Context: an optimization exercise on an open-source flow, tuned for small area. The choices shown serve that exercise and are no tape-out recipe. Function was checked by simulation only, so behaviour that the tests miss may differ from the original. Power figures rest on the tool's default switching activity, not on a simulated workload.

== build 45 ==
==> flow/design.v (excerpt) <==
module bus_subsystem (
  input  logic        ck,
  input  logic        rst,
  output logic        master_in_notify,
  input  logic        master_in_sync,
  input  logic        master_in_trans,
  input  logic [31:0] master_in_addr,
  input  logic [31:0] master_in_data,
  output logic        master_out_notify,
  input  logic        master_out_sync,
  output logic        master_out_ack,
  output logic [31:0] master_out_data
);
Size: ~1600 cells after synthesis, about 840 flip-flops, about 100 I/O pins, ~23000 µm² of cells after synthesis.
Settings: LEC_CHECK=0, CAP_MARGIN=20, CORE_MARGIN=2, CORE_UTILIZATION=40, CTS_BUF_LIST=sky130_fd_sc_hd__clkbuf_16, CTS_CLUSTER_DIAMETER=60, CTS_CLUSTER_SIZE=30, SLEW_MARGIN=20; clock period 4.0 ns.
run.sh (not shown) runs the stock make flow with config.mk's settings and CLKGATE_MAP_FILE= SYNTH_SCRIPT=/design/flow/synth_recipe.tcl, a recipe that flattens the netlist after the stock synthesis.
Build 45 did not stop at any stage, and its layout met the timing, DRC and antenna checks.
### build 45 -> build 44
Settings: CTS_BUF_LIST no longer set, was sky130_fd_sc_hd__clkbuf_16; CTS_CLUSTER_DIAMETER no longer set, was 60; CTS_CLUSTER_SIZE no longer set, was 30.
==> flow/flow/run.sh (new file) <==
#!/bin/bash
# The standard layout (standard.sh, unchanged synthesis, floorplan, power grid
# and routing), with three steps tuned for cell area:
#  - port buffers use the smallest buffer (every port still gets one),
#  - clock tree: clkbuf_8 sink clusters, no dummy loads,
#  - power recovery after global routing downsizes cells with spare slack.
# make's output goes to flow_make.log; ORFS's per-step logs stay in orfs/logs.
set -euo pipefail
bash standard.sh \
  "BUFFER_PORTS_ARGS=-buffer_cell sky130_fd_sc_hd__buf_1" \
  "CTS_ARGS=-sink_clustering_enable -repair_clock_nets -buf_list sky130_fd_sc_hd__clkbuf_8 -sink_clustering_size 18 -sink_clustering_max_diameter 50 -dont_use_dummy_load" \
  RECOVER_POWER=100 \
  finish > flow_make.log 2>&1
==> flow/standard.sh (new file) <==
#!/bin/bash
# synth_recipe.tcl (not shown) runs the flow's synth.tcl, then flattens the netlist and writes it again
# the make line also repeats each setting of config.mk as NAME=value (left out here)
make -C /OpenROAD-flow-scripts/flow DESIGN_CONFIG=/design/flow/config.mk WORK_HOME=/design/flow/orfs CLKGATE_MAP_FILE= SYNTH_SCRIPT=/design/flow/synth_recipe.tcl "${@:-finish}"
removed: flow/run.sh
==> notes.md <==
The flow completed for build 44, but it is not clean: the layout still shows max-capacitance violations, max-slew violations.
Changes observed in build 44 relative to build 45: count of clock-buffer cells in the layout +14; clock transition at the registers of the reported paths roughly the same.
Against build 45, final instance area in build 44 came out better.
Max-slew violation total from the final report in build 44 is 88 higher than in build 45
Sequential cell count came out exactly the same in build 44 and build 45.
Re max-cap violation count: build 44 and build 45 aren't equal, and the higher value belongs to build 44.
Build 44: total power 9.5% below build 45
Between build 44 and build 45, relative contribution of the clock network to total power is lower for build 44, build 45 comes in above that.
#### Input delta (build 41 over build 44)
Settings: setting CTS_CLUSTER_SIZE to 18 for the first time; setting CTS_BUF_LIST to sky130_fd_sc_hd__clkbuf_4 sky130_fd_sc_hd__clkbuf_8 sky130_fd_sc_hd__clkbuf_16 for the first time; setting CTS_CLUSTER_DIAMETER to 50 for the first time.
==> flow/run.sh (new file) <==
#!/bin/bash
# synth_recipe.tcl (not shown) runs the flow's synth.tcl, then flattens the netlist and writes it again
# the make line also repeats each setting of config.mk as NAME=value (left out here)
make -C /OpenROAD-flow-scripts/flow DESIGN_CONFIG=/design/flow/config.mk WORK_HOME=/design/flow/orfs CLKGATE_MAP_FILE= SYNTH_SCRIPT=/design/flow/synth_recipe.tcl finish
removed: flow/flow/run.sh
removed: flow/standard.sh
Status for build 41 and build 44: clean finish in build 41 only
| build 44 | all stages done | FAIL | max-capacitance violations, max-slew violations |
The combinational power of build 41 exceeds that of build 44 by 21%.
On met3 track demand over resource in global routing, build 41 and build 44 are neck and neck.
Going from build 44 to build 41, count of buffers not belonging to the clock network in the layout shrank by a few percent.
Taking build 44 as the reference, in build 41 combinational share of power up 0.4 points, synthesis-to-layout area growth up 7.8 points.
Lower worst setup slack goes to build 44 over build 41.
Vias: build 41 more than build 44
Lower first-iteration DRC count was reported by build 44, not build 41.
Comparing build 44 against build 41, there is no change at all in post-synthesis sequential area ratio.
| worst-case register-to-register setup slack | build 41 vs build 44 | better |
Relative to build 44, the clock-pin slew reported for the worst setup and hold paths after clock tree synthesis of build 41 is lower by 0.03 ns.
Modified inputs, build 81 compared to build 41
Settings: removing CTS_CLUSTER_DIAMETER (formerly 50); removing CTS_BUF_LIST (formerly sky130_fd_sc_hd__clkbuf_4 sky130_fd_sc_hd__clkbuf_8 sky130_fd_sc_hd__clkbuf_16); removing CTS_CLUSTER_SIZE (formerly 18).
==> flow/flow/run.sh (new file) <==
#!/bin/bash
# The standard layout (standard.sh, unchanged synthesis, floorplan, power grid
# and routing), with two steps tuned for cell area:
#  - port buffers use the smallest buffer (every port still gets one),
#  - clock tree: clkbuf_8 sink clusters, no dummy loads,

# make's output goes to flow_make.log; ORFS's per-step logs stay in orfs/logs.
set -euo pipefail
bash standard.sh \
  "BUFFER_PORTS_ARGS=-buffer_cell sky130_fd_sc_hd__buf_1" \
  "CTS_ARGS=-sink_clustering_enable -repair_clock_nets -buf_list sky130_fd_sc_hd__clkbuf_8 -sink_clustering_size 18 -sink_clustering_max_diameter 50 -dont_use_dummy_load" \
  finish > flow_make.log 2>&1
==> flow/standard.sh (new file) <==
#!/bin/bash
# synth_recipe.tcl (not shown) runs the flow's synth.tcl, then flattens the netlist and writes it again
# the make line also repeats each setting of config.mk as NAME=value (left out here)
make -C /OpenROAD-flow-scripts/flow DESIGN_CONFIG=/design/flow/config.mk WORK_HOME=/design/flow/orfs CLKGATE_MAP_FILE= SYNTH_SCRIPT=/design/flow/synth_recipe.tcl "${@:-finish}"
removed: flow/run.sh
Final-layout worst hold slack in build 81 vs build 41: down 0.26 ns. Build 81 ends up with a final cell count without fillers that is 20 lower than in build 41. Build 41 → build 81: met2 layer usage reported by global route down 0.75 points; leakage power figure went down by about 6.5%. The final reports for build 81 and build 41 show number of vias after detailed routing lower in the former. Taking build 41 as the reference point, the routed length on met1 of build 81 falls by 2.6%. The higher portion of the clock cycle consumed by the worst path in the final layout came out of build 41. Higher part of the total power dissipated in sequential elements among build 81 and build 41: build 81. Build 41 reports its slowest cell on the critical path as or3_2 while build 81 reports and2_1. As far as maximum net fanout on the critical path is concerned, build 81 and build 41 perform about the same. Est. power | build 81 vs build 41 | build 81 lower.
### build 81 -> build 98
Settings: an added CTS_CLUSTER_SIZE of 18; an added CTS_BUF_LIST of sky130_fd_sc_hd__clkbuf_8; an added CTS_CLUSTER_DIAMETER of 50.
==> flow/run.sh (new file) <==
#!/bin/bash
# synth_recipe.tcl (not shown) runs the flow's synth.tcl, then flattens the netlist and writes it again
# the make line also repeats each setting of config.mk as NAME=value (left out here)
make -C /OpenROAD-flow-scripts/flow DESIGN_CONFIG=/design/flow/config.mk WORK_HOME=/design/flow/orfs CLKGATE_MAP_FILE= SYNTH_SCRIPT=/design/flow/synth_recipe.tcl finish
removed: flow/flow/run.sh
removed: flow/standard.sh
==> comparison <==
Against build 81, build 98 reports a instance area after placement that is higher. In build 98, the global router's overall resource usage came out 0.34 points above the value in build 81. The via count number comes out lower for build 81 vs build 98. Critical path's largest stage delay ends up lower on build 98. In build 98, the utilization came out 1.5 points above the value in build 81. Compared with build 81, build 98 has less setup slack. Wire length (lower): build 81. Re largest net degree at the start of global routing: build 98 is about 3% down on build 81. Compared with build 81, build 98 shows a higher share of the clock period used by the worst path.
Inputs modified between build 98 and build 8:
Settings: CTS_BUF_LIST no longer set, was sky130_fd_sc_hd__clkbuf_8; CTS_CLUSTER_DIAMETER no longer set, was 50; CTS_CLUSTER_SIZE no longer set, was 18.
[summary]
Between build 8 and build 98, register share of total power is higher for build 98, build 8 comes in under that.
Comparing fraction of area in clock buffers and inverters for build 8 and build 98, the smaller number came from build 98.
In build 8 the final routed wire length divided by cell count turned out 0.10 µm lower than in build 98.
Of build 8 and build 98, build 8 shows the lower post-route clock skew, with build 98 above it.
[compare] base=build 98 new=build 8: total power saw an increase; number of buffers created by CTS increased about 38%.
On area added between synthesis and finish: between build 8 and build 98, it ends up higher for build 8.
As far as post-detailed-placement half-perimeter wirelength goes, build 8 and build 98 are indistinguishable; the numbers are identical.
Routed length on met1: build 8 vs build 98 up about 3.2%

-- what the ideal ports hide --
No port has a modelled driver above. Below, the same layouts with a new extraction and two added sets of constraints. Step 1: set_driving_cell puts a clkbuf_16 on ck and a buf_2 on each other input, an assumption about the parent block. Step 2, shift: input delay + t, output delay - t, t = (earliest + latest rising clock arrival at the registers) / 2. This alone moves slack from input paths to output paths. Slacks: ideal / step 1 / step 2; pairs: ideal / step 1.
run | shift t [ns] | setup WS [ns] | worst register clock-pin slew, ns | worst slew at a driven data input, ns | cell pins on the clock port's net
build 45 | 0.647 | 0.796 / 0.796 / 0.775 | 0.11 / 0.11 | 0.07 | 1
build 44 | 0.714 | 0.444 / 0.444 / 0.444 | 0.11 / 0.11 | 0.06 | 1
build 41 | 0.677 | 0.795 / 0.795 / 0.737 | 0.08 / 0.08 | 0.07 | 1
build 81 | 0.714 | 0.808 / 0.808 / 0.808 | 0.11 / 0.11 | 0.06 | 1
build 98 | 0.732 | 0.795 / 0.775 / 0.780 | 0.12 / 0.12 | 0.07 | 1
build 8 | 0.663 | 0.779 / 0.779 / 0.713 | 0.07 / 0.07 | 0.07 | 1
The setup slack of build 8, which loses most, moves by 0.000 ns with the drivers and by -0.066 ns with both steps.
